Background: an optimization exercise with open tools, aiming at small area, a short achievable clock period and few clock cycles. Do not read the settings as production practice. Where RTL was checked, it was by simulation tests only, not by an equivalence proof against the original. Power and IR drop assume default switching activity.

==> run a: inputs <==
==> flow/design.v <==
package jrl_pkg;
    localparam int unsigned DEPTH_DEF = 16;
    localparam logic [1:0] CMD_INSERT = 2'd0;
    localparam logic [1:0] CMD_SEARCH = 2'd1;
    localparam logic [1:0] CMD_DELETE = 2'd2;
    localparam logic [1:0] ST_OK       = 2'd0;
    localparam logic [1:0] ST_BADPOS   = 2'd1;
    localparam logic [1:0] ST_FULL     = 2'd2;
    localparam logic [1:0] ST_NOTFOUND = 2'd3;
    typedef struct packed {
        logic [1:0]  cmd;
        logic [4:0]  position;
        logic [7:0]  job_id;
        logic [7:0]  memory_size;
        logic [15:0] arrival_time;
        logic [15:0] run_time;
        logic [15:0] deadline;
        logic [15:0] start_time;
        logic [15:0] memory_address;
        logic [7:0]  process_id;
    } t_req;
    typedef struct packed {
        logic [1:0]  status;
        logic [7:0]  found_job_id;
        logic [7:0]  found_memory_size;
        logic [15:0] found_arrival_time;
        logic [15:0] found_run_time;
        logic [15:0] found_deadline;
        logic [15:0] found_start_time;
        logic [15:0] found_memory_address;
        logic [7:0]  found_process_id;
        logic [4:0]  entries_held;
    } t_rsp;
    typedef struct packed {
        logic [7:0]  job_id;
        logic [7:0]  memory_size;
        logic [15:0] arrival_time;
        logic [15:0] run_time;
        logic [15:0] deadline;
        logic [15:0] start_time;
        logic [15:0] memory_address;
        logic [7:0]  process_id;
    } t_rec;
    typedef enum logic [2:0] {
        S_IDLE,
        S_DECODE,
        S_INS_RD,
        S_INS_WR,
        S_INS_PUT,
        S_SCAN_RD,
        S_SCAN_CMP,
        S_DEL_WR
    } t_state;
endpackage
module jrl_mem #(
    parameter int unsigned DEPTH = jrl_pkg::DEPTH_DEF,
    parameter int unsigned DW    = 96
) (
    input  logic             i_clk,
    input  logic [DEPTH-1:0] i_we,
    input  logic [DW-1:0]    i_wdata,
    input  logic [DEPTH-1:0] i_rsel,
    output logic [DW-1:0]    o_rdata
);
    logic [DW-1:0] r_mem [0:DEPTH-1];
    for (genvar j = 0; j < DEPTH; j++) begin : g_slot
        always_ff @(posedge i_clk) begin
            if (i_we[j]) begin
                r_mem[j] <= i_wdata;
            end
        end
    end
    always_comb begin
        o_rdata = '0;
        for (int j = 0; j < DEPTH; j++) begin
            o_rdata = o_rdata | (r_mem[j] & {DW{i_rsel[j]}});
        end
    end
endmodule
module job_record_list_insert_search_delete #(
    parameter int unsigned DEPTH = jrl_pkg::DEPTH_DEF
) (
    input  logic          i_clk,
    input  logic          i_rst_n,
    input  logic          start,
    input  logic [110:0]  i_req,
    output logic          busy,
    output logic          o_done,
    output logic [110:0]  o_rsp
);
    localparam int unsigned AW   = (DEPTH > 1) ? $clog2(DEPTH) : 1;
    localparam int unsigned CW   = $clog2(DEPTH + 1);
    localparam int unsigned CMPW = ((CW > 5) ? CW : 5) + 1;
    localparam int unsigned DW   = 96;
    logic               r1_v;
    logic [1:0]         r1_cmd;
    logic [4:0]         r1_position;
    logic [7:0]         r1_job_id;
    logic [DW-1:0]      r1_data;
    logic [DEPTH-1:0]   r1_match;    
    logic               r1_badpos;   
    logic               r1_full;     
    logic               r1_ins;      
    logic [DEPTH-1:0]   r1_we;       
    logic [7:0]         r_id  [0:DEPTH-1];
    logic [AW-1:0]      r_map [0:DEPTH-1];
    logic [CW-1:0]      r_count;
    logic [DEPTH-1:0]   r_live;      
    logic               r2_v;
    logic [1:0]         r2_status;
    logic               r2_hit;
    logic [AW-1:0]      r2_slot;
    logic [7:0]         r2_job_id;
    logic               r3_v;
    jrl_pkg::t_rsp      r3_rsp;
    logic [DW-1:0]      rdata;
    logic [DEPTH-1:0]   rsel;
    logic               is_srch;
    logic               is_del;
    logic               ins_do;
    logic               del_do;
    logic [DEPTH-1:0]   ins_from;
    logic [DEPTH-1:0]   ins_at;
    logic [DEPTH-1:0]   map_up;
    logic [DEPTH-1:0]   at_or_after;
    logic [DEPTH-1:0]   first;
    logic               found;
    logic [AW-1:0]      found_slot;
    logic [DEPTH-1:0]   found_oh;
    logic [AW-1:0]      free_slot;
    logic [AW-1:0]      next_slot;
    logic [1:0]         status;
    logic [DEPTH:0]     live_ext;    
    logic [DEPTH-1:0]   at_count;    
    logic [DEPTH-1:0]   eq_now;
    logic               eq_new;
    logic [DEPTH-1:0]   match_next;
    logic [DEPTH-1:0]   free_next;
    logic [CMPW-1:0]    pos_in;
    logic [CMPW-1:0]    cnt_ext;
    logic               le0;
    logic               le1;
    logic               le2;
    logic               pos_ok_next;
    logic               full_next;
    logic               ins_next;
    jrl_mem #(
        .DEPTH (DEPTH),
        .DW    (DW)
    ) u_mem (
        .i_clk   (i_clk),
        .i_we    (r1_we),
        .i_wdata (r1_data),
        .i_rsel  (rsel),
        .o_rdata (rdata)
    );
    assign busy = 1'b0;
    always_comb begin
        for (int k = 0; k < DEPTH; k++) begin
            eq_now[k] = (r_id[k] == i_req[103:96]);
        end
        eq_new = (r1_job_id == i_req[103:96]);
        for (int k = 0; k < DEPTH; k++) begin
            if (ins_do) begin
                if (ins_at[k]) begin
                    match_next[k] = eq_new;
                end else if (ins_from[k] && k > 0) begin
                    match_next[k] = eq_now[(k > 0) ? k - 1 : 0];
                end else begin
                    match_next[k] = eq_now[k];
                end
                match_next[k] = match_next[k] && live_ext[k];
            end else if (del_do) begin
                if (at_or_after[k] && k < DEPTH - 1) begin
                    match_next[k] = eq_now[(k < DEPTH - 1) ? k + 1 : k];
                end else begin
                    match_next[k] = eq_now[k];
                end
                match_next[k] = match_next[k] && live_ext[k + 2 <= DEPTH ? k + 2 : DEPTH];
            end else begin
                match_next[k] = eq_now[k] && r_live[k];
            end
        end
    end
    assign pos_in  = CMPW'(i_req[108:104]);
    assign cnt_ext = CMPW'(r_count);
    assign le0     = (pos_in <= cnt_ext);
    assign le1     = (pos_in <= cnt_ext + CMPW'(1));
    assign le2     = (pos_in <= cnt_ext + CMPW'(2));
    always_comb begin
        if (ins_do) begin
            pos_ok_next = le2;
            full_next   = r_live[DEPTH - 2];
        end else if (del_do) begin
            pos_ok_next = le0;
            full_next   = 1'b0;
        end else begin
            pos_ok_next = le1;
            full_next   = r_live[DEPTH - 1];
        end
        pos_ok_next = pos_ok_next && (pos_in != '0);
    end
    assign ins_next = start && (i_req[110:109] == jrl_pkg::CMD_INSERT) && pos_ok_next && !full_next;
    always_comb begin
        for (int j = 0; j < DEPTH; j++) begin
            if (ins_do) begin
                free_next[j] = (next_slot == AW'(j)) && !r_live[DEPTH - 2];
            end else if (del_do && r_live[DEPTH - 1]) begin
                free_next[j] = found_oh[j];
            end else begin
                free_next[j] = (free_slot == AW'(j)) && !r_live[DEPTH - 1];
            end
        end
    end
    always_ff @(posedge i_clk) begin
        if (!i_rst_n) begin
            r1_v   <= 1'b0;
            r1_ins <= 1'b0;
            r1_we  <= '0;
        end else begin
            r1_v   <= start;
            r1_ins <= ins_next;
            r1_we  <= ins_next ? free_next : '0;
        end
    end
    always_ff @(posedge i_clk) begin
        r1_cmd      <= i_req[110:109];
        r1_position <= i_req[108:104];
        r1_job_id   <= i_req[103:96];
        r1_data     <= i_req[DW-1:0];
        r1_match    <= match_next;
        r1_badpos   <= !pos_ok_next;
        r1_full     <= full_next;
    end
    assign live_ext = {r_live, 1'b1};
    assign at_count = live_ext[DEPTH-1:0] & ~r_live;
    assign is_srch = r1_v && (r1_cmd == jrl_pkg::CMD_SEARCH);
    assign is_del  = r1_v && (r1_cmd == jrl_pkg::CMD_DELETE);
    assign ins_do  = r1_ins;
    always_comb begin
        for (int k = 0; k < DEPTH; k++) begin
            ins_from[k] = (r1_position <= 5'(k + 1));
            ins_at[k]   = (r1_position == 5'(k + 1));
            map_up[k]   = ins_from[k] && live_ext[k];
        end
        at_or_after[0] = r1_match[0];
        for (int k = 1; k < DEPTH; k++) begin
            at_or_after[k] = at_or_after[k - 1] | r1_match[k];
        end
        first[0] = r1_match[0];
        for (int k = 1; k < DEPTH; k++) begin
            first[k] = r1_match[k] & ~at_or_after[k - 1];
        end
        found = at_or_after[DEPTH - 1];
        found_slot = '0;
        for (int k = 0; k < DEPTH; k++) begin
            found_slot = found_slot | (r_map[k] & {AW{first[k]}});
        end
        for (int j = 0; j < DEPTH; j++) begin
            found_oh[j] = (found_slot == AW'(j));
        end
        free_slot = '0;
        next_slot = '0;
        for (int k = 0; k < DEPTH; k++) begin
            free_slot = free_slot | (r_map[k] & {AW{at_count[k]}});
            if (k + 1 < DEPTH) begin
                next_slot = next_slot | (r_map[(k + 1 < DEPTH) ? k + 1 : k] & {AW{at_count[k]}});
            end
        end
    end
    assign del_do = is_del && found;
    always_comb begin
        status = jrl_pkg::ST_OK;
        case (r1_cmd)
            jrl_pkg::CMD_INSERT: begin
                if (r1_badpos) begin
                    status = jrl_pkg::ST_BADPOS;
                end else if (r1_full) begin
                    status = jrl_pkg::ST_FULL;
                end
            end
            jrl_pkg::CMD_SEARCH, jrl_pkg::CMD_DELETE: begin
                if (!found) begin
                    status = jrl_pkg::ST_NOTFOUND;
                end
            end
            default: status = jrl_pkg::ST_OK;
        endcase
    end
    always_ff @(posedge i_clk) begin
        if (!i_rst_n) begin
            r_count <= '0;
            r_live  <= '0;
        end else if (ins_do) begin
            r_count <= r_count + CW'(1);
            r_live  <= {r_live[DEPTH-2:0], 1'b1};
        end else if (del_do) begin
            r_count <= r_count - CW'(1);
            r_live  <= {1'b0, r_live[DEPTH-1:1]};
        end
    end
    always_ff @(posedge i_clk) begin
        for (int k = 0; k < DEPTH; k++) begin
            if (ins_do) begin
                if (ins_at[k]) begin
                    r_id[k] <= r1_job_id;
                end else if (ins_from[k] && k > 0) begin
                    r_id[k] <= r_id[(k > 0) ? k - 1 : 0];
                end
            end else if (del_do) begin
                if (at_or_after[k] && k < DEPTH - 1) begin
                    r_id[k] <= r_id[(k < DEPTH - 1) ? k + 1 : k];
                end
            end
        end
    end
    always_ff @(posedge i_clk) begin
        for (int k = 0; k < DEPTH; k++) begin
            if (!i_rst_n) begin
                r_map[k] <= AW'(k);
            end else if (ins_do) begin
                if (ins_at[k]) begin
                    r_map[k] <= free_slot;
                end else if (map_up[k] && k > 0) begin
                    r_map[k] <= r_map[(k > 0) ? k - 1 : 0];
                end
            end else if (del_do) begin
                if (k == DEPTH - 1) begin
                    r_map[k] <= found_slot;
                end else if (at_or_after[k]) begin
                    r_map[k] <= r_map[(k < DEPTH - 1) ? k + 1 : k];
                end
            end
        end
    end
    always_ff @(posedge i_clk) begin
        if (!i_rst_n) begin
            r2_v <= 1'b0;
        end else begin
            r2_v <= r1_v;
        end
    end
    always_ff @(posedge i_clk) begin
        r2_status <= status;
        r2_hit    <= is_srch && found;
        r2_slot   <= found_slot;
        r2_job_id <= r1_job_id;
    end
    always_comb begin
        for (int j = 0; j < DEPTH; j++) begin
            rsel[j] = r2_hit && (r2_slot == AW'(j));
        end
    end
    always_ff @(posedge i_clk) begin
        if (!i_rst_n) begin
            r3_v <= 1'b0;
        end else begin
            r3_v <= r2_v;
        end
    end
    always_ff @(posedge i_clk) begin
        r3_rsp.status <= r2_status;
        r3_rsp.found_job_id <= r2_hit ? r2_job_id : 8'd0;
        {r3_rsp.found_memory_size, r3_rsp.found_arrival_time, r3_rsp.found_run_time,
         r3_rsp.found_deadline, r3_rsp.found_start_time, r3_rsp.found_memory_address,
         r3_rsp.found_process_id} <= rdata;
        r3_rsp.entries_held <= 5'(r_count);
    end
    assign o_done = r3_v;
    assign o_rsp  = r3_rsp;
endmodule
==> flow/run.sh <==
#!/bin/bash
# synth_recipe.tcl (not shown) runs the flow's synth.tcl, then flattens the netlist and writes it again
# the make line also repeats each setting of config.mk as NAME=value (left out here)
make -C /OpenROAD-flow-scripts/flow DESIGN_CONFIG=/design/flow/config.mk WORK_HOME=/design/flow/orfs CLKGATE_MAP_FILE= SYNTH_SCRIPT=/design/flow/synth_recipe.tcl finish
==> flow/config.mk <==
export PLATFORM = sky130hd
export DESIGN_NAME = job_record_list_insert_search_delete
export DESIGN_NICKNAME = job_record_list_insert_search_delete
export VERILOG_FILES = /design/flow/design.v
export SDC_FILE = /design/flow/constraint.sdc
export NUM_CORES = 4
export LEC_CHECK = 0
export CAP_MARGIN = 20
export CORE_MARGIN = 2
export CORE_UTILIZATION = 60
export SETUP_SLACK_MARGIN = 3.2
export SLEW_MARGIN = 20
==> flow/constraint.sdc <==
create_clock -name core_clock -period 6.0 [get_ports {i_clk}]
set_input_delay 1.2000 -clock core_clock [delete_from_list [all_inputs] [get_ports {i_clk}]]
set_output_delay 1.2000 -clock core_clock [all_outputs]
set_load 0.01 [all_outputs]
==> inputs of run b, as changes to run a <==
--- a/flow/design.v
+++ b/flow/design.v
@@ -96,6 +96,6 @@
     logic [1:0]         r1_cmd;
-    logic [4:0]         r1_position;
+    logic [DEPTH-1:0]   r1_from;     
     logic [7:0]         r1_job_id;
     logic [DW-1:0]      r1_data;
-    logic [DEPTH-1:0]   r1_match;    
+    logic [DEPTH-1:0]   r1_aoa;      
     logic               r1_badpos;   
@@ -137,2 +137,3 @@
     logic [DEPTH-1:0]   match_next;
+    logic [DEPTH-1:0]   aoa_next;
     logic [DEPTH-1:0]   free_next;
@@ -183,2 +184,6 @@
         end
+        aoa_next = match_next;
+        for (int l = 1; l < DEPTH; l = l * 2) begin
+            aoa_next = aoa_next | (aoa_next << l);
+        end
     end
@@ -227,6 +232,8 @@
         r1_cmd      <= i_req[110:109];
-        r1_position <= i_req[108:104];
+        for (int k = 0; k < DEPTH; k++) begin
+            r1_from[k] <= (i_req[108:104] <= 5'(k + 1));
+        end
         r1_job_id   <= i_req[103:96];
         r1_data     <= i_req[DW-1:0];
-        r1_match    <= match_next;
+        r1_aoa      <= aoa_next;
         r1_badpos   <= !pos_ok_next;
@@ -241,13 +248,10 @@
         for (int k = 0; k < DEPTH; k++) begin
-            ins_from[k] = (r1_position <= 5'(k + 1));
-            ins_at[k]   = (r1_position == 5'(k + 1));
+            ins_from[k] = r1_from[k];
+            ins_at[k]   = r1_from[k] && !((k > 0) ? r1_from[(k > 0) ? k - 1 : 0] : 1'b0);
             map_up[k]   = ins_from[k] && live_ext[k];
         end
-        at_or_after[0] = r1_match[0];
-        for (int k = 1; k < DEPTH; k++) begin
-            at_or_after[k] = at_or_after[k - 1] | r1_match[k];
-        end
-        first[0] = r1_match[0];
+        at_or_after = r1_aoa;
+        first[0] = r1_aoa[0];
         for (int k = 1; k < DEPTH; k++) begin
-            first[k] = r1_match[k] & ~at_or_after[k - 1];
+            first[k] = r1_aoa[k] & ~r1_aoa[k - 1];
         end
==> flow/flow/run.sh (new file) <==
#!/bin/bash
# The standard layout (the standard.sh, synthesis included, unchanged),
# except that the port buffers it inserts are buf_2 cells rather than the
# delay cells buffer_ports picks by default. Every port still gets its buffer.
# make's output goes to standard.log; each ORFS step keeps its own log under
# orfs/logs/.
set -euo pipefail
export BUFFER_PORTS_ARGS="-buffer_cell sky130_fd_sc_hd__buf_2"
bash standard.sh > standard.log 2>&1
==> flow/standard.sh (new file) <==
#!/bin/bash
# synth_recipe.tcl (not shown) runs the flow's synth.tcl, then flattens the netlist and writes it again
# the make line also repeats each setting of config.mk as NAME=value (left out here)
make -C /OpenROAD-flow-scripts/flow DESIGN_CONFIG=/design/flow/config.mk WORK_HOME=/design/flow/orfs CLKGATE_MAP_FILE= SYNTH_SCRIPT=/design/flow/synth_recipe.tcl "${@:-finish}"
--- a/flow/config.mk
+++ b/flow/config.mk
@@ -10,3 +10,5 @@
 export CORE_UTILIZATION = 60
-export SETUP_SLACK_MARGIN = 3.2
+export CTS_CLUSTER_DIAMETER = 100
+export CTS_CLUSTER_SIZE = 22
+export SETUP_SLACK_MARGIN = 3.5
 export SLEW_MARGIN = 20
removed: flow/run.sh
==> run notes <==
metric	run b	run a
Insertion delay to the later sink of the worst-skew pair	0.77 ns	0.82 ns
Sequential share of the synthesized area	75.1%	75.1%
Vias in the first global route	43700	45500
Slew HR	21.5%	26.1%
Shortest period the worst path allows	2.55 ns	2.83 ns
Total number of cells along the worst setup path	13	8
Total routing resource utilization after global routing	34.3%	32.9%
Maximum number of pins on one net before global-route repair	97	114
Fraction of synthesized cell area taken by the top area cell type	65.3%	65.6%
Clk power	7740 uW	12400 uW
Portion of netlist area occupied by mux cells	2.80%	1.83%
Xor-xnor portion of the synthesized cell area	1.73%	1.67%
Net total in the final layout	5136	5268
Hold EP	r3_rsp[110]	r3_rsp[109]
RePlAce Congestion	0.983	0.929
Outcome	timing/DRC/antenna clean	timing/DRC/antenna clean
DRT Wirelength	227000 um	216000 um
Peak ir drop on the vdd network	0.280 mV	0.321 mV
Metal-1 WL	95100 um	90600 um
Inverter count of the layout excluding clock inverters	38	30
Testbench counts of run b, summed over its fixed seeds: cycles 4,824.
The RTL of run a was laid out without a check of its function.

## port drivers added, routing unchanged
In the flow no input, the clock included, has a driving cell. The finished layouts below were timed again as built, in two steps. Step 1 (the two cells are an assumption about what drives the block):
set clk [get_ports {i_clk}]
set_driving_cell -lib_cell sky130_fd_sc_hd__clkbuf_16 $clk
set_driving_cell -lib_cell sky130_fd_sc_hd__buf_2 [delete_from_list [all_inputs] $clk]
Step 2 also shifts input and output timing later by t, the mid clock arrival at the registers, as if the neighbouring blocks saw the same clock. a / b / c = ideal ports / drivers / drivers and shift; a / b = the first two.
run | shift t [ns] | setup WS [ns] | hold WS [ns] | worst data-port slew with drivers (ns)
run a | 0.883 | 3.170 / 3.148 / 2.445 | 0.341 / 0.341 / 0.341 | 0.13
run b | 0.829 | 3.447 / 3.440 / 2.725 | 0.341 / 0.341 / 0.341 | 0.17
After both steps setup and hold are still met in every run listed. For run a, which loses most, drivers alone change the setup slack by -0.022 ns; drivers and shift together by -0.725 ns.
